Background: an optimization exercise with open tools, aiming at small area, a short achievable clock period and few clock cycles. Do not read the settings as production practice.
In this exercise RTL edits were held to simulation tests only and were not proved equivalent to the original.
Power and IR drop assume default switching activity.

==> flow/design.v, too long to show whole: its modules and the start of the top module <==
// module m3c_mul: 762 lines
// module m3c_acc: 325 lines
// module matrix3_add_mul_commutator_top: 340 lines
module matrix3_add_mul_commutator_top (
  input  logic                     clk,
  input  logic                     rst,
  input  logic                     cfg_we,
  input  logic [m3c_pkg::OP_W-1:0] cfg_wdata,
  input  logic                     cmd_valid,
  output logic                     cmd_stall,
  input  m3c_pkg::cmd_word_t       cmd_data,
  output logic                     res_valid,
  input  logic                     res_stall,
  output m3c_pkg::res_word_t       res_data
);
  // ...
==> flow/flow/run.sh <==
#!/bin/bash
# The standard layout, with timing repair aimed at a shorter period than the constraint's
# (the constraint itself is unchanged), port buffers of a stronger cell, and a clock tree with
# larger sink clusters and no dummy loads.
set -euo pipefail
bash standard.sh SETUP_SLACK_MARGIN=6 "BUFFER_PORTS_ARGS=-buffer_cell sky130_fd_sc_hd__buf_4" \
  "CTS_ARGS=-sink_clustering_enable -repair_clock_nets -dont_use_dummy_load -sink_clustering_size 20 -sink_clustering_max_diameter 120" \
  finish > orfs_make.log 2>&1
==> flow/standard.sh <==
#!/bin/bash
# synth_recipe.tcl (not shown) runs the flow's synth.tcl, then flattens the netlist and writes it again
# the make line also repeats each setting of config.mk as NAME=value (left out here)
make -C /OpenROAD-flow-scripts/flow DESIGN_CONFIG=/design/flow/config.mk WORK_HOME=/design/flow/orfs CLKGATE_MAP_FILE= SYNTH_SCRIPT=/design/flow/synth_recipe.tcl "${@:-finish}"
==> flow/config.mk <==
export PLATFORM = sky130hd
export DESIGN_NAME = matrix3_add_mul_commutator_top
export DESIGN_NICKNAME = matrix3_add_mul_commutator_top
export VERILOG_FILES = /design/flow/design.v
export SDC_FILE = /design/flow/constraint.sdc
export NUM_CORES = 4
export LEC_CHECK = 0
export ABC_CLOCK_PERIOD_IN_PS = 3500
export CAP_MARGIN = 20
export CORE_MARGIN = 2
export CORE_UTILIZATION = 40
export SETUP_SLACK_MARGIN = 5
export SLEW_MARGIN = 20
==> flow/constraint.sdc <==
create_clock -name core_clock -period 9.0 [get_ports {clk}]
set_input_delay 1.8000 -clock core_clock [delete_from_list [all_inputs] [get_ports {clk}]]
set_output_delay 1.8000 -clock core_clock [all_outputs]
set_load 0.01 [all_outputs]
==> notes.md, run 1 <==
- The run finished with no timing, DRC or antenna violations.
- Power spread over the standard cell area amounts to 187.3 nW/um2.
- Clock-pin slew was measured on the worst setup and hold paths at 0.09 ns.
- In this run the count of I/O pins placed on the die edge is 85.
- The final layout contains routed wiring with a total length of 111600 um.
- In this run switching power makes up 26.52% of total power.
- The library cell appearing most often on the critical path is fa_1.
- Global routing used 3.106% of the available met3 tracks.
- The internal power component is 6.841 mW.
- Summing the areas of all fa, ha and maj instances in the mapped netlist gives 13.72% of the synthesized area.
- The cell with the most instances after synthesis is dfxtp_1.
- Setup repair after global routing could not meet its margin everywhere.
- The data arrival time of the critical path is 3.59 ns.
- The commonest register cell after synthesis is dfxtp_1.
- The detailed-routed wire length on met3 is 6705 um.
- The die outline width is 336.8 um.
- The overall power is 9.310 mW.
- The first detailed-routing pass ran for 7 iterations.
- In this run the biggest area consumer among cell types represents 41.44% of the synthesized area.
- The synthesized netlist devotes 12.52% of its cell area to compound gates.
- The multi-input combinational cell count is 2199.
- The first global-routing pass estimated 172100 um of wire.
- The end point of the critical path is qr0[28].
- The number of non-clock inverters is 311.
- The plain and repair buffers instantiated in the layout total 230.
- The slowest stage cell on the critical path is fa_2.
- Global routing finished with a remaining overflow of 0.
- The clock buffers instantiated in the layout total 58.
- The power dissipated in combinational cells is 1.37 mW.
- The post-synthesis cell area is 44300 um2.
- The total die area is 113400 um2.
Testbench counts, summed over its fixed seeds: cycles 8,901.
==> run 2, diff against run 1 <==
--- a/flow/flow/run.sh
+++ b/flow/flow/run.sh
@@ -5,4 +5,4 @@
 set -euo pipefail
 bash standard.sh SETUP_SLACK_MARGIN=6 "BUFFER_PORTS_ARGS=-buffer_cell sky130_fd_sc_hd__buf_4" \
-  "CTS_ARGS=-sink_clustering_enable -repair_clock_nets -dont_use_dummy_load -sink_clustering_size 20 -sink_clustering_max_diameter 120" \
+  "CTS_ARGS=-sink_clustering_enable -repair_clock_nets -dont_use_dummy_load -sink_clustering_size 25 -sink_clustering_max_diameter 150" \
   finish > orfs_make.log 2>&1
--- a/flow/config.mk
+++ b/flow/config.mk
@@ -9,5 +9,5 @@
 export CAP_MARGIN = 20
 export CORE_MARGIN = 2
-export CORE_UTILIZATION = 40
+export CORE_UTILIZATION = 55
 export SETUP_SLACK_MARGIN = 5
 export SLEW_MARGIN = 20
==> notes.md, run 2 <==
- The number of global-route vias before repair was 30400.
- The clock-pin transition on the worst setup and hold timing paths came to 0.11 ns (+0.02 ns).
- In the final layout, the registers with the most flip-flops are ra: 288 flops, rb: 288 flops.
- The commonest register cell after synthesis is dfxtp_1.
- The final design area excluding fillers is 48590 um2.
- The worst hold path belongs to the class register to register.
- The switching share of power was 27.16% (+0.64 points).
- The fraction of synthesized cell area taken by the top area cell type is 41.44% (unchanged).
- The aggregate routed wire length is 121400 um (+8.8%).
- The number of buffers and inverters on the critical path is 2.
- The synthesized area divided by synthesized cell count is 11.65 um2.
- The tool flagged a number of max-cap violations equal to 0.
- The number of synthesized flops with an enable pin is 116.
- In this run the cell area measured after placement is 45870 um2.
- STA classifies the critical path endpoint as a register.
- The synthesized-area fraction occupied by ao, oa, aoi and oai cells is 12.52% (unchanged).
- The fill cell total of the finished layout is 6481.
- Counting flops and latches in the post-synthesis netlist gives 1033.
- The number of I/O pins is 85 (unchanged).
- The post-synthesis xor/xnor area fraction is 7.177%.
- The number of input and output port buffers inserted is 84.
- The kind of cell with the highest combined delay on the critical path is adder cells.
- Summing the areas of all and, or, nand and nor instances in the mapped netlist gives 5.751% of the synthesized area.
- The post-synthesis async set-or-reset flop share is 0%.
- The layout overhead on the synthesized area is 9.694%.
- The total negative slack is 0 ns.
- For this design the total switching power over the nets is 2.465 mW.
- Among the stages of the critical path, the cell type that occurs most often is fa_1.
- The kind of critical path is register to register.
- The clock arrives with 0.07143 ns of skew.
- Counting along the longest clock path gives a buffer depth of 3.
- The clock latency at the later pin of the worst-skew pair is 0.64 ns.
- In this run the number of H-tree levels came out at 2.
- The kind of launch point of the worst setup path is a register.
- The number of nets in the layout is 4182.
- The initial antenna violation count is 0.
- The total die area is 82830 um2 (-27%).
- Walking the worst path, the cells encountered are buf_12 > a22oi_2 > xor2_2 > fa_1 > fa_1 > fa_1 > inv_2 > fa_2.
- The die outline width is 287.8 um (-15%).
- Measured on the finished design, the core utilization comes to 60.62%.
- The register area share after synthesis is 49.30%.
- The minimum hold slack is 0.3289 ns.
- On the worst path, the slowest cell contributes a delay of 0.60 ns.
- After detailed routing, the average wire length per cell comes to 25.00 um.
- By area the synthesized netlist is led by dfxtp_1 (41%), fa_1 (11%), edfxtp_1 (7.9%).
- The average vias per placed instance is 5.920.
- The mux share of post-synthesis cell area is 6.652%.
- The number of antenna diodes in the final layout is 0.
- The first-pass GRT wire length is 184400 um (+7.2%).
- In this run, the combinational gates consume 15.0% of the power.
- After detailed routing, the number of remaining DRC violations is 0.
- The data arrival time of the critical path came to 3.59 ns (about the same).
- The flow ran to the end and the layout has no timing, DRC or antenna violations.
- The post-synthesis cell area is 44300 um2 (unchanged).
- The ratio of total power to cell area is 186.8 nW/um2 (-0.25%).
- The normalized max-slew margin is 20.22%.
- The number of slew-limit violations in the final report came to 0.
- Setup repair after global routing could not meet its margin everywhere.
- Detailed placement finished with a half-perimeter wire length of 77490 um.
- The count of warnings emitted by yosys is 3.
- For this run, the top clock speed supported by timing is 329.7 MHz.
- The critical-path maximum fanout is 6.
- The tree is rooted in a clkbuf_16.
- In the layout the commonest cells are dfxtp_1 (854), a22oi_1 (335), inv_1 (303).
- Synthesis instantiated 73 different standard cells from the library.
- The number of buffers added to fix hold violations after cts is 0.
- The internal power component is 6.612 mW (-3.3%).
- The post-synthesis adder-cell area fraction was 13.72% (unchanged).
- Setup violations remaining at the end of the flow were counted as 0.
- By area, the combinational part of the netlist is dominated by adder cells.
- The post-synthesis cell count is 3804.
- The number of rows in the core area is 104.
- In the finished design, the share of the clock period the worst path needs comes to 33.70%.
- Among all cell types in the netlist, the one instantiated most often is dfxtp_1.
- VDD sags by at most 0.1679 mV.
- The number of CTS-inserted buffers is 47.
- At the worst endpoint, the required time is 9.55 ns.
- Subtracting the final worst setup slack from the clock period gives 3.033 ns.
- Per report_power, the clock group accounts for 25.4% of the total.
- The number of standard cells in the final layout excluding fillers is 4857.
- The fraction of layout cells with a size suffix above 1 is 17.22%.
- The final estimated routing congestion in global placement is 0.8694.
- The most common cell after layout, fill and taps aside is dfxtp_1.
- In the global route stage, overall resource usage came out at 29.24%.
- The power share of the sequential group is 59.6%.
- In this run the standard cell core region covers 80160 um2.
- Counting instances in the post-synthesis netlist gives the leading cell types as dfxtp_1 (917), a22oi_1 (357), inv_1 (309).
- Among all stages on the critical path, the largest delay is contributed by fa_1.
- The starting density of the core is 55.27%.
- The TritonCTS clock tree is yes.
- The overflow left after global routing is 0 (unchanged).
- The library cell with the largest summed area after synthesis is dfxtp_1.
- The die boundary height is 287.8 um.
- The number of DRC markers after the initial detailed-route iteration is 2352.
- The synthesized netlist net count is 4187.
- The worst-margin pin slew is 1.197 ns.
- The maximum number of pins on one net before global-route repair is 63.
- The count of nets left with antenna violations after detail routing is 0.
- Counting tap cells, the placed design contains a total of 4752 instances.
- The number of vias in the routed layout is 28750.
- The leakage power is 19.27 nW.
- The total count of hold-check failures in the final report is 0.
- The first-pass iteration count of the detailed router is 8 (+1).
- The total clock sinks is 1033.
[run 2: worst paths after layout]
check | startpoint | end | slack [ns] | cells past startpoint
setup / recovery | mtwo[2] | qr0[29] | 5.97 | 8
hold / removal | m1j[0] | m2j[0] | 0.33 | 0
setup reg to reg | mtwo[2] | qr0[29] | 5.97 | 8
hold reg to reg | m1j[0] | m2j[0] | 0.33 | 0
[run 2: power by group through the flow]
| stage | Clock, mW | Combinational [mW] | Sequential [mW] |
|---|---|---|---|
| floorplan | 0 | 0.839 | 5.37 |
| global placement | 0 | 1.26 | 5.49 |
| detailed placement | 0 | 1.29 | 5.51 |
| CTS | 2.38 | 1.34 | 5.41 |
| global route | 2.53 | 1.52 | 5.45 |
| finish | 2.30 | 1.36 | 5.41 |
[run 2: metal layers]
layer  vias to the layer above  global-route usage (%)  part of all wire, %
met2                       990                   49.06                   48
met4                         0                   10.91                  4.0
li1                      13060                       -                    -
met1                     14490                   38.29                   42
met3                       214                   4.517                  6.3
met5                         -                       0                    0
[run 2: final cells by class]
type                            count  area (um2)  area share [%]
Multi-Input combinational cell   2200       20820           42.85
Tap cell                         1060        1326           2.729
Timing Repair inverter              1       5.005         0.01030
Sequential cell                  1033       22010           45.29
Inverter                          310        1167           2.402
Clock buffer                       47        1176           2.420
Timing Repair Buffer              206        2088           4.297
[run 2: kinds of logic (layout without fill, tap and decap cells)]
family	count (synthesis)	after routing
AO/OA/AOI/OAI	724	724
XOR/XNOR	363	363
adder cells (fa/ha/maj)	337	337
buffers and inverters	572	564
flip-flops	1033	1033
multiplexers	261	261
AND/OR/NAND/NOR	514	515
[run 2: stage by stage]
stage	power, mW	setup WS [ns]
floorplan	6.209	5.507
global placement	6.748	5.098
detailed placement	6.797	4.992
CTS	9.122	5.904
global route	9.495	5.885
finish	9.077	5.967
[run 2: repair_timing]
| action | CTS | global route |
|---|---|---|
| setup buffers | 20 | 24 |
| cloned | 9 | 3 |
| pin swaps | 29 | 27 |
| gates resized for setup | 152 | 86 |
| endpoints found under the setup margin | 123 | 104 |
==> run 3, diff against run 2 <==
--- a/flow/config.mk
+++ b/flow/config.mk
@@ -9,5 +9,5 @@
 export CAP_MARGIN = 20
 export CORE_MARGIN = 2
-export CORE_UTILIZATION = 55
+export CORE_UTILIZATION = 40
 export SETUP_SLACK_MARGIN = 5
 export SLEW_MARGIN = 20
==> notes.md, run 3 <==
- The run finished with no timing, DRC or antenna violations.
- The final estimated routing congestion in global placement came to 0.8304 (-4.5%).
- The worst setup slack after placement is 4.853 ns (-0.1389 ns).
- The count of state elements after synthesis is 1033 (unchanged).
- The count of antenna diodes in the layout is 0 (unchanged).
- The worst register-to-register path begins at mtwo[3].
- The total number of H-tree levels is 2 (unchanged).
- The final period utilization is 33.74% (+0.036 points).
- The number of global-route vias before repair was 28600 (-5.9%).
- The area inside the core boundary is 110200 um2 (+37%).
- The clock-pin transition on the worst setup and hold timing paths is 0.10 ns (about the same).
- The fill cell total of the finished layout is 10280 (+59%).
- The ratio of total power to cell area came to 183.2 nW/um2 (-1.9%).
- The count of warnings emitted by yosys is 3 (unchanged).
- The post-synthesis cell count is 3804 (unchanged).
- The minimum hold slack came to 0.3188 ns (-0.01015 ns).
- The critical-path maximum fanout is 6 (unchanged).
- Setup repair after global routing could not meet its margin everywhere.
- The maximum resistive drop on vdd came to 0.1645 mV (-2.0%).
- The number of buffers added to fix hold violations after cts was 0 (unchanged).
- The signal on the critical path passes through buf_12 > a22oi_2 > xor2_1 > fa_1 > fa_1 > fa_1 > inv_2 > fa_1.
- The starting density of the core is 40.19% (-15 points).
- The shortest clock period the worst path allows after layout is 3.036 ns (+0.003240 ns).
- The number of rows in the core area is 122 (+17%).
- dfxtp_1 is the most common cell in the netlist.
- The total clock sinks is 1033 (unchanged).
- The distinct cell type count of the synthesized netlist is 73 (unchanged).
- The normalized max-slew margin is 26.18% (+6.0 points).
- The fraction of synthesized cell area taken by the top area cell type is 41.44% (unchanged).
- The commonest register cell after synthesis is dfxtp_1.
- The biggest cell delay along the critical path is 0.52 ns (-0.08 ns).
- The endpoint of the worst hold path is ra[3][19].
- The clock latency at the later pin of the worst-skew pair is 0.67 ns (+0.03 ns).
- The initial antenna violation count was 0 (unchanged).
- The overflow left after global routing is 0 (unchanged).
- The first-pass iteration count of the detailed router is 8 (unchanged).
- The fraction of layout cells with a size suffix above 1 is 17.67% (+0.45 points).
- The most common cell after layout, fill and taps aside is dfxtp_1.
- The post-synthesis async set-or-reset flop share is 0% (unchanged).
- The total negative slack is 0 ns (unchanged).
- The average vias per placed instance came to 5.334 (-9.9%).
- The smallest setup slack after layout came to 5.964 ns (-0.003240 ns).
- In the post-synthesis netlist, the biggest area contributors are dfxtp_1 (41%), fa_1 (11%), edfxtp_1 (7.9%).
- The library cell appearing most often on the critical path is fa_1.
- The critical path is of the register to register type.
- The number of synthesized flops with an enable pin is 116 (unchanged).
- The number of CTS-inserted buffers is 47 (unchanged).
- The number of standard cells in the final layout excluding fillers was 5296 (+9.0%).
- The first-pass GRT wire length is 171600 um (-6.9%).
- The synthesized netlist net count is 4187 (unchanged).
- The die outline width is 336.8 um (+17%).
- The number of buffers on the longest clock path came to 3 (unchanged).
- The count of maximum capacitance violations is 0 (unchanged).
- The routed length per instance is 21.03 um (-16%).
- The die boundary height was 336.8 um (+17%).
- The largest registers in the layout are ra: 288 flops, rb: 288 flops.
- The total die area is 113400 um2 (+37%).
- Sorting the synthesized cells by how often they occur yields dfxtp_1 (917), a22oi_1 (357), inv_1 (309).
- The minimum setup slack among reg-to-reg paths is 5.96 ns (about the same).
- The synthesized area divided by synthesized cell count is 11.65 um2 (unchanged).
- The kind of launch point of the worst setup path is a register.
- The post-route clock skew came to 0.06562 ns (-0.005807 ns).
- The worst-margin pin slew was 1.107 ns (-0.08935 ns).
- The number of I/O pins is 85 (unchanged).
- The cell depth of the worst hold path is 0 (unchanged).
- The path depth of the worst reg2reg path was 8 (unchanged).
- The overall power came to 9.037 mW (-0.45%).
- The cell count after placement is 5181 (+9.0%).
- The combined global-route utilization of all metal layers is 19.50% (-9.7 points).
- Compared with the post-synthesis result, the final layout area differs by 11.33%.
- The kind of capture point of the worst setup path is a register.
- The register area share after synthesis is 49.30% (unchanged).
- The library cells used most frequently in the layout, excluding fill and tap cells, are dfxtp_1 (856), a22oi_1 (333), inv_1 (303).
- The slowest stage cell on the critical path is fa_1.
- The number of slew-limit violations in the final report was 0 (unchanged).
- The count of nets left with antenna violations after detail routing is 0 (unchanged).
- The total count of hold-check failures in the final report was 0 (unchanged).
- The setup violation total in the final timing report came to 0 (unchanged).
- The tightest min-delay check is of the register to register type.
- The leakage power is 19.34 nW (+0.37%).
- The multi-input gate area in the final layout came to 20910 um2 (+0.42%).
- The post-synthesis cell area came to 44300 um2 (unchanged).
- The number of input and output port buffers inserted is 84 (unchanged).
- The maximum clock frequency is 329.3 MHz (-0.11%).
- The number of nets in the layout is 4193 (+0.26%).
- The TritonCTS clock tree is yes.
- The library cell with the largest summed area after synthesis is dfxtp_1.
- The estimated wirelength of the detail-placed design was 69380 um (-10%).
- The aggregate routed wire length is 111400 um (-8.3%).
- In this run the most critical hold path is launched from ra[4][19].
- The worst endpoint required time is 9.51 ns (-0.04 ns).
- The data arrival time of the critical path came to 3.55 ns (-0.04 ns).
- The register area was 22000 um2 (about the same).
- The number of vias in the routed layout is 28250 (-1.8%).
- The maximum number of pins on one net before global-route repair is 63 (unchanged).
- The worst register-to-register path ends at qr0[30].
- The number of DRC markers after the initial detailed-route iteration is 2350 (-0.085%).
- In this run the clock root is driven by a clkbuf_16.
- The DRC violation count after routing was 0 (unchanged).
-- run 3: changes by cell type in the layout (fill, tap and decap cells not counted), sizes merged --
cell,change
clkbuf,-1
bufbuf,+3
inv,-1
clkinvlp,+1
buf,+9
-- run 3: worst max-delay path, delay by kind of cell, from the launching register on --
| family | cells | cell delay [ns] |
|---|---|---|
| fa+ha+maj | 4 | 1.94 |
| flops | 1 | 0.36 |
| xor+xnor | 1 | 0.20 |
| buf+inv | 2 | 0.19 |
| compound gates | 1 | 0.18 |
-- run 3: area by class of cell --
type,instances,area share (%)
multi-input cells,2200,42.40
well taps,1488,3.775
inverters,310,2.375
repair buffers,217,4.445
repair inverters,1,0.01522
clock buffers,47,2.385
flip-flops and latches,1033,44.60
-- run 3: logic make-up after synthesis --
| logic type | synth area share [%] |
|---|---|
| AND/OR/NAND/NOR | 5.751 |
| XOR/XNOR | 7.177 |
| flip-flops | 49.30 |
| multiplexers | 6.652 |
| AO/OA/AOI/OAI | 12.52 |
| adder cells (fa/ha/maj) | 13.72 |
| buffers and inverters | 4.872 |
-- run 3: layer usage --
metal / vias to the layer above / wire length [um] / global-route usage [%]
li1: 13080 / - / -
met1: 14150 / 50330 / 27.02
met2: 874 / 51940 / 32.27
met3: 153 / 6755 / 2.761
met4: 0 / 2333 / 4.445
met5: - / 0 / 0
-- run 3: where the power goes --
part,leakage [nW],internal [mW],total (mW),switching [mW]
sequential,8.66,5.08,5.35,0.267
clock,0.579,0.937,2.34,1.40
combinational,10.1,0.598,1.35,0.750
total,19.3,6.62,9.04,2.42
-- run 3: worst max-delay path by stage --
stage	from	to	slack, ns	cells past startpoint
5_1_grt	mtwo[3]	qr0[30]	5.87	8
3_5_place_dp	res_stall	sk[19]	4.85	5
6_report	mtwo[3]	qr0[30]	5.96	8
2_1_floorplan	res_stall	sk[0]	5.51	4
4_1_cts	acc_c[1]	res_data[32]	5.90	11
3_3_place_gp	res_stall	sk[17]	4.88	5
-- run 3: what timing repair did --
action,4_1_cts,5_1_grt
endpoints found under the hold margin,0,0
cloned,13,0
endpoints found under the setup margin,145,73
gates resized for setup,175,86
buffers inserted,31,20
pin swaps,30,36
-- run 3: per-stage QoR --
| stage | cell area, um2 | utilization [%] |
|---|---|---|
| 3_3_place_gp | 46380 | 42.08 |
| 3_5_place_dp | 46400 | 42.10 |
| 5_1_grt | 49320 | 44.75 |
| 4_1_cts | 48780 | 44.26 |
| 6_report | 49320 | 44.75 |
| 2_1_floorplan | 44490 | - |
==> run 4, diff against run 3 <==
--- a/flow/config.mk
+++ b/flow/config.mk
@@ -9,5 +9,5 @@
 export CAP_MARGIN = 20
 export CORE_MARGIN = 2
-export CORE_UTILIZATION = 40
+export CORE_UTILIZATION = 65
 export SETUP_SLACK_MARGIN = 5
 export SLEW_MARGIN = 20
==> notes.md, run 4 <==
- The initial antenna violation count was 0 (unchanged).
- The die boundary height is 265.1 um (-21%).
- The register area share after synthesis was 49.30% (unchanged).
- The leakage power was 19.26 nW (-0.44%).
- The number of I/O pins was 85 (unchanged).
- The final design area excluding fillers is 48310 um2 (-2.0%).
- The number of buffers and inverters on the critical path is 2 (unchanged).
- The flow ran to the end and the layout has no timing, DRC or antenna violations.
- The estimated wirelength of the detail-placed design is 74710 um (+7.7%).
- The ratio of total power to cell area is 187.1 nW/um2 (+2.1%).
- The shortest clock period the worst path allows after layout is 3.049 ns (+0.01249 ns).
- The normalized max-slew margin is 24.43% (-1.7 points).
- Sorting the synthesized cells by how often they occur yields dfxtp_1 (917), a22oi_1 (357), inv_1 (309).
- The aggregate routed wire length was 116900 um (+5.0%).
- The combined global-route utilization of all metal layers is 33.11% (+14 points).
- The path with the worst hold slack has its endpoint at ra[1][4].
- The number of CTS-inserted buffers is 47 (unchanged).
- The clock latency at the later pin of the worst-skew pair is 0.64 ns (-0.03 ns).
- The fraction of layout cells with a size suffix above 1 is 17.27% (-0.40 points).
- The slowest stage cell on the critical path is fa_1.
- The met2 capacity usage during global routing is 54.27% (+22 points).
- The internal power component came to 6.598 mW (-0.31%).
- The cell depth of the worst hold path is 0 (unchanged).
- The final estimated routing congestion in global placement is 0.9117 (+9.8%).
- The multi-input gate area in the final layout is 20850 um2 (-0.28%).
- The data arrival time of the critical path is 3.52 ns (-0.03 ns).
- The total clock sinks was 1033 (unchanged).
- The synthesized-area fraction occupied by ao, oa, aoi and oai cells is 12.52% (unchanged).
- STA classifies the critical path endpoint as a register.
- The library cell with the largest summed area after synthesis is dfxtp_1.
- The global-route track usage on met1 came to 43.51% (+16 points).
- The mux share of post-synthesis cell area is 6.652% (unchanged).
- In this run the critical register-to-register path is captured at qr0[29].
- The number of DRC markers after the initial detailed-route iteration came to 2806 (+19%).
- The biggest cell delay along the critical path is 0.54 ns (+0.02 ns).
- The fill cell total of the finished layout is 4689 (-54%).
- The net switching power was 2.442 mW (+0.97%).
- The global-route met3 utilization is 4.990% (+2.2 points).
- The first-pass iteration count of the detailed router is 9 (+1).
- The clock-pin transition on the worst setup and hold timing paths is 0.09 ns (about the same).
- The critical-path maximum fanout came to 13 (+7).
- The count of maximum capacitance violations is 0 (unchanged).
- The combinational power share is 14.8% (about the same).
- The power share of the sequential group is 59.8% (+0.6 points).
- The worst-margin pin slew was 1.134 ns (+0.02621 ns).
- The busiest layer in global routing is met2.
- The count of nets left with antenna violations after detail routing is 0 (unchanged).
- Yosys attributes the largest share of cell area to dfxtp_1 (41%), fa_1 (11%), edfxtp_1 (7.9%).
- The synthesized netlist net count is 4187 (unchanged).
- The critical path is of the register to register type.
- The routed length per instance is 25.03 um (+19%).
- The most common cell after layout, fill and taps aside is dfxtp_1.
- The worst hold path begins at ra[2][4].
- Leaving out fill and tap cells, the most frequent cells in the layout are dfxtp_1 (863), a22oi_1 (335), inv_1 (301).
- The total count of hold-check failures in the final report came to 0 (unchanged).
- The path depth of the worst reg2reg path came to 8 (unchanged).
- The instance area at placement is 45630 um2 (-1.7%).
- In this run the worst hold path is classified as register to register.
- The first-pass GRT wire length is 179800 um (+4.8%).
- The setup violation total in the final timing report is 0 (unchanged).
- Walking the worst path, the cells encountered are buf_12 > a22oi_2 > xor2_1 > fa_1 > fa_1 > fa_1 > inv_2 > fa_1.
- The post-synthesis cell count came to 3804 (unchanged).
- The total number of H-tree levels came to 2 (unchanged).
- The count of state elements after synthesis is 1033 (unchanged).
- The startpoint of the most critical register-to-register path is mone[3].
- The synthesized area divided by synthesized cell count came to 11.65 um2 (unchanged).
- The distinct cell type count of the synthesized netlist is 73 (unchanged).
- The fraction of synthesized cell area taken by the top area cell type was 41.44% (unchanged).
- Among all cell types in the netlist, the one instantiated most often is dfxtp_1.
- The number of rows in the core area came to 95 (-22%).
- The post-synthesis async set-or-reset flop share is 0% (unchanged).
- The worst endpoint required time is 9.47 ns (-0.04 ns).
- Relative to the synthesized area, the layout overhead comes to 9.050%.
- The end-of-flow core utilization came to 71.80% (+27 points).
- The number of nets in the layout is 4183 (-0.24%).
- The most used flip-flop cell after synthesis is dfxtp_1.
- The maximum clock frequency is 328.0 MHz (-0.41%).
- The share of total power in the clock network was 25.4% (-0.5 points).
- The starting density of the core is 65.85% (+26 points).
- The number of vias in the routed layout is 29590 (+4.7%).
- The number of buffers on the longest clock path is 3 (unchanged).
- The total die area is 70260 um2 (-38%).
- The largest registers in the layout are ra: 288 flops, rb: 288 flops.
- The total negative slack came to 0 ns (unchanged).
- The post-synthesis xor/xnor area fraction is 7.177% (unchanged).
- The DRC violation count after routing is 0 (unchanged).
- The number of buffers added to fix hold violations after cts is 0 (unchanged).
- The kind of cell with the highest combined delay on the critical path is adder cells.
- The maximum resistive drop on vdd is 0.2047 mV (+24%).
- The post-route clock skew is 0.06172 ns (-0.003902 ns).
- The cell that appears most often on the critical path is fa_1.
- The die outline width was 265.1 um (-21%).
- The maximum number of pins on one net before global-route repair came to 63 (unchanged).
- The number of input and output port buffers inserted was 84 (unchanged).
- The worst setup path is launched from a register.
- The number of global-route vias before repair is 30890 (+8.0%).
- The post-synthesis cell area is 44300 um2 (unchanged).
- The number of synthesized flops with an enable pin is 116 (unchanged).
- The largest family of logic cells by synthesized area is adder cells.
- The simple logic cell fraction of the synthesized area came to 5.751% (unchanged).
- The final period utilization is 33.88% (+0.14 points).
- The register area is 21970 um2 (-0.13%).
- The post-synthesis adder-cell area fraction is 13.72% (unchanged).
- The number of slew-limit violations in the final report is 0 (unchanged).
- The count of warnings emitted by yosys was 3 (unchanged).
- The switching share of power came to 27.01% (+0.25 points).
- The overflow left after global routing is 0 (unchanged).
- The TritonCTS clock tree is yes.
- The area inside the core boundary was 67280 um2 (-39%).
- The minimum setup slack among reg-to-reg paths is 5.95 ns (about the same).
- Setup repair after global routing could not meet its margin everywhere.
- The root buffer cell chosen for the clock tree is clkbuf_16.
- The average vias per placed instance was 6.333 (+19%).
==> run 4: worst max path at each step <==
stage	slack, ns	end	from	depth (start not counted)
floorplan	5.51	sk[0]	res_stall	4
global placement	5.14	sk[17]	res_stall	5
detailed placement	5.00	sk[17]	res_stall	5
CTS	5.93	qr0[29]	mx[27]	7
global route	5.88	qr0[30]	mtwo[1]	8
finish	5.95	qr0[29]	mone[3]	8
==> run 4: logic make-up (layout without fill, tap and decap cells) <==
group | count (synthesis) | count (layout)
other | 0 | 1
AOI/OAI and AO/OA | 724 | 724
xor gates and xnor gates | 363 | 363
muxes | 261 | 261
buffers and inverters | 572 | 565
and+or+nand+nor | 514 | 515
adders and majority gates | 337 | 337
DFF | 1033 | 1033
==> run 4: worst register-to-register path, delay by kind of cell, from the launching register on <==
kind | cells | cell delay [ns]
buf+inv | 2 | 0.19
compound gates | 1 | 0.17
flops | 1 | 0.36
xor+xnor | 1 | 0.21
fa+ha+maj | 4 | 1.95
==> run 4: power by group through the flow <==
stage	Combinational [mW]	Clock [mW]	Sequential, mW
2_1_floorplan	0.839	0	5.37
3_3_place_gp	1.24	0	5.47
3_5_place_dp	1.27	0	5.50
4_1_cts	1.31	2.33	5.40
5_1_grt	1.48	2.49	5.44
6_report	1.34	2.30	5.40
==> run 4: cell type report <==
class	instances	area share, %
flip-flops and latches	1033	45.48
multi-input cells	2200	43.16
repair buffers	207	4.217
clock buffers	47	2.435
inverters	310	2.432
well taps	873	2.261
repair inverters	1	0.01036
diodes	1	0.005180
==> run 4: what timing repair did <==
| item | 4_1_cts | 5_1_grt |
|---|---|---|
| pin swaps | 53 | 35 |
| setup buffers | 31 | 13 |
| setup endpoints to repair | 120 | 101 |
| gates cloned | 10 | 2 |
| resized for setup | 158 | 70 |
==> run 4: per-layer routing <==
metal,vias to the layer above,share of wire (%)
li1,13040,-
met1,14800,40
met2,1434,47
met3,311,7.9
met4,0,4.8
met5,-,0
==> run 4: through the flow <==
step                      std cells  hold WS, ns  setup slack [ns]  power [mW]
after global routing           4671       0.3116             5.881       9.407
after global placement         4564       0.3109             5.138       6.709
after detailed placement       4565       0.3121             5.005       6.764
after floorplan                3804       0.3096             5.507       6.209
final                          4672       0.3123             5.951       9.040
after CTS                      4653       0.3025             5.929       9.044
==> run 5, diff against run 4 <==
--- a/flow/flow/run.sh
+++ b/flow/flow/run.sh
@@ -4,5 +4,5 @@
 # larger sink clusters and no dummy loads.
 set -euo pipefail
-bash standard.sh SETUP_SLACK_MARGIN=6 "BUFFER_PORTS_ARGS=-buffer_cell sky130_fd_sc_hd__buf_4" \
+bash standard.sh SETUP_SLACK_MARGIN=6 TNS_END_PERCENT=10 "BUFFER_PORTS_ARGS=-buffer_cell sky130_fd_sc_hd__buf_4" \
   "CTS_ARGS=-sink_clustering_enable -repair_clock_nets -dont_use_dummy_load -sink_clustering_size 25 -sink_clustering_max_diameter 150" \
   finish > orfs_make.log 2>&1
--- a/flow/config.mk
+++ b/flow/config.mk
@@ -9,5 +9,5 @@
 export CAP_MARGIN = 20
 export CORE_MARGIN = 2
-export CORE_UTILIZATION = 65
+export CORE_UTILIZATION = 55
 export SETUP_SLACK_MARGIN = 5
 export SLEW_MARGIN = 20
==> notes.md, run 5 <==
- The post-route clock skew came to 0.06386 ns (+0.002145 ns).
- The total number of H-tree levels is 2 (unchanged).
- The total negative slack is 0 ns (unchanged).
- After synthesis, the most frequently instantiated cells are dfxtp_1 (917), a22oi_1 (357), inv_1 (309).
- In the post-synthesis netlist, the biggest area contributors are dfxtp_1 (41%), fa_1 (11%), edfxtp_1 (7.9%).
- The path category of the worst min-delay check is register to register.
- The number of nets in the layout is 4167 (-0.38%).
- The count of nets left with antenna violations after detail routing is 0 (unchanged).
- The kind of critical path is register to register.
- The aggregate routed wire length was 120700 um (+3.3%).
- The overall power is 9.039 mW (about the same).
- The area inside the core boundary is 80160 um2 (+19%).
- The total die area is 82830 um2 (+18%).
- The post-synthesis cell area is 44300 um2 (unchanged).
- The shortest clock period the worst path allows after layout is 3.082 ns (+0.03323 ns).
- The synthesized netlist net count is 4187 (unchanged).
- The commonest register cell after synthesis is dfxtp_1.
- The number of standard cells in the final layout excluding fillers is 4842 (+3.6%).
- The final design area excluding fillers came to 48080 um2 (-0.47%).
- The combined global-route utilization of all metal layers is 28.82% (-4.3 points).
- The largest registers in the layout are ra: 288 flops, rb: 288 flops.
- The kind of capture point of the worst setup path is a register.
- The register area share after synthesis came to 49.30% (unchanged).
- The number of buffers on the longest clock path is 3 (unchanged).
- The overflow left after global routing was 0 (unchanged).
- The kind of launch point of the worst setup path is a register.
- The run finished with no timing, DRC or antenna violations.
- The count of antenna diodes in the layout came to 0 (-1).
- The clock latency at the later pin of the worst-skew pair is 0.65 ns (about the same).
- dfxtp_1 takes more of the synthesized area than any other cell.
- The initial antenna violation count came to 1 (+1).
- The setup violation total in the final timing report is 0 (unchanged).
- The post-synthesis cell count is 3804 (unchanged).
- The end-of-flow core utilization is 59.99% (-12 points).
- The fraction of layout cells with a size suffix above 1 is 15.86% (-1.4 points).
- The estimated wirelength of the detail-placed design was 77230 um (+3.4%).
- The count of maximum capacitance violations is 0 (unchanged).
- The cell count after placement is 4747 (+4.0%).
- From synthesis to final layout, the design area changed by 8.541%.
- The number of input and output port buffers inserted is 84 (unchanged).
- The die boundary height was 287.8 um (+8.6%).
- The total clock sinks is 1033 (unchanged).
- The fill cell total of the finished layout came to 6554 (+40%).
- The worst endpoint required time is 9.50 ns (+0.03 ns).
- The worst-margin pin slew is 1.140 ns (+0.006698 ns).
- In the post-synthesis netlist, the cell with the most instances is dfxtp_1.
- The final period utilization was 34.24% (+0.37 points).
- The number of vias in the routed layout is 28910 (-2.3%).
- The number of synthesized flops with an enable pin is 116 (unchanged).
- The number of CTS-inserted buffers is 47 (unchanged).
- The number of rows in the core area is 104 (+9.5%).
- The clock-pin transition on the worst setup and hold timing paths was 0.10 ns (about the same).
- The critical-path maximum fanout is 8 (-5).
- In the layout the commonest cells are dfxtp_1 (867), a22oi_1 (344), inv_1 (302).
- The maximum resistive drop on vdd is 0.1672 mV (-18%).
- The post-synthesis async set-or-reset flop share is 0% (unchanged).
- The TritonCTS clock tree is yes.
- The final estimated routing congestion in global placement is 0.9042 (-0.82%).
- The data arrival time of the critical path came to 3.58 ns (+0.06 ns).
- The number of I/O pins is 85 (unchanged).
- The worst setup slack after placement is 4.980 ns (-0.02461 ns).
- The multi-input gate area in the final layout is 20660 um2 (-0.94%).
- CTS placed an instance of clkbuf_16 at the clock tree root.
- The die outline width was 287.8 um (+8.6%).
- The routed length per instance came to 24.94 um (-0.37%).
- The distinct cell type count of the synthesized netlist is 73 (unchanged).
- The maximum clock frequency is 324.5 MHz (-1.1%).
- The fraction of synthesized cell area taken by the top area cell type is 41.44% (unchanged).
- The smallest setup slack after layout is 5.918 ns (-0.03323 ns).
- The first-pass iteration count of the detailed router was 6 (-3).
- The number of DRC markers after the initial detailed-route iteration was 2525 (-10%).
- The synthesized area divided by synthesized cell count came to 11.65 um2 (unchanged).
- The count of state elements after synthesis is 1033 (unchanged).
- The cell depth of the worst hold path is 0 (unchanged).
- The most common cell after layout, fill and taps aside is dfxtp_1.
- The leakage power is 19.11 nW (-0.78%).
- The number of global-route vias before repair is 30050 (-2.7%).
- Setup repair after global routing could not meet its margin everywhere.
- The maximum number of pins on one net before global-route repair is 63 (unchanged).
- The ratio of total power to cell area is 188.0 nW/um2 (+0.46%).
- The first-pass GRT wire length came to 181600 um (+1.0%).
- The minimum hold slack was 0.3022 ns (-0.01005 ns).
- The register area came to 21970 um2 (about the same).
- The starting density of the core was 55.27% (-11 points).
- The number of slew-limit violations in the final report is 0 (unchanged).
- The total count of hold-check failures in the final report is 0 (unchanged).
- The instance area at placement was 45760 um2 (+0.30%).
- The DRC violation count after routing came to 0 (unchanged).
- The average vias per placed instance is 5.971 (-5.7%).
- The normalized max-slew margin is 23.99% (-0.45 points).
- The number of buffers added to fix hold violations after cts is 0 (unchanged).
- The count of warnings emitted by yosys was 3 (unchanged).
- The path depth of the worst reg2reg path was 10 (+2).
[run 5: final cells by class]
| class | instances | area share, % |
|---|---|---|
| clock buffers | 47 | 2.446 |
| inverters | 310 | 2.436 |
| multi-input cells | 2199 | 42.96 |
| flip-flops and latches | 1033 | 45.70 |
| well taps | 1060 | 2.758 |
| repair buffers | 192 | 3.690 |
| repair inverters | 1 | 0.01041 |
[run 5: what timing repair did]
action,4_1_cts,5_1_grt
cloned,3,5
hold endpoints to repair,0,0
gates resized for setup,88,82
endpoints found under the setup margin,134,115
pin swaps,12,23
buffers inserted,15,22
[run 5: path summary, 6_finish.rpt]
kind                             endpoint      start  slack, ns
worst max register to register    qr0[26]    mtwo[2]       5.92
worst min-delay path            rb[1][23]  rb[2][23]       0.30
worst max-delay path              qr0[26]    mtwo[2]       5.92
worst min register to register  rb[1][23]  rb[2][23]       0.30
[run 5: where the power goes]
group	leakage (nW)	internal [mW]	total [mW]	switching, mW
Sequential	8.65	5.08	5.40	0.320
Combinational	9.87	0.562	1.32	0.759
Clock	0.579	0.936	2.31	1.38
Total	19.1	6.58	9.04	2.46
[run 5: cell families (layout without fill, tap and decap cells)]
kind of cell,count (synthesis),after routing,synth area share [%]
compound gates,724,724,12.52
simple gates,514,514,5.751
buf+inv,572,550,4.872
xor+xnor,363,363,7.177
mux,261,261,6.652
fa+ha+maj,337,337,13.72
flops,1033,1033,49.30
[run 5: metal layers]
metal,vias up,GRT usage [%],routed length [um],share of wire [%]
met5,-,0,0,0
li1,13020,-,-,-
met4,0,13.50,5700,4.7
met2,1104,47.77,57490,48
met1,14520,37.61,50190,42
met3,267,3.740,7370,6.1
[run 5: critical path, stage by stage, from the launching register on]
cell	delay (ns)
dfxtp_4	0.36
buf_12	0.14
a22oi_2	0.23
xor2_2	0.12
fa_1	0.51
inv_1	0.05
fa_1	0.49
inv_2	0.04
fa_1	0.50
inv_2	0.04
fa_1	0.43

[static timing again, ports no longer ideal]
The flow's constraints put no driver on any port. The routed layouts listed below were extracted and timed again, unchanged, in two steps. Step 1: set_driving_cell puts a clkbuf_16 on clk and a buf_2 on each other input, an assumption about the parent block. Step 2 moves the port delays by t, midway between the first and last clock arrival at a register: inputs arrive t later, outputs are due t later. That takes back most of the time a late clock gives input paths. Slacks: ideal / step 1 / step 2; pairs: ideal / step 1.
| run | shift t [ns] | setup slack, ns | pins driven straight from the clock port |
|---|---|---|---|
| run 1 | 0.704 | 5.917 / 5.917 / 5.458 | 1 |
| run 2 | 0.674 | 5.967 / 5.930 / 5.504 | 1 |
| run 3 | 0.706 | 5.964 / 5.931 / 5.518 | 1 |
| run 4 | 0.675 | 5.951 / 5.951 / 5.563 | 1 |
| run 5 | 0.686 | 5.918 / 5.910 / 5.342 | 1 |
After both steps every run listed still meets setup and hold. For run 5, which loses most, drivers alone change the setup slack by -0.008 ns; drivers and shift together by -0.576 ns.
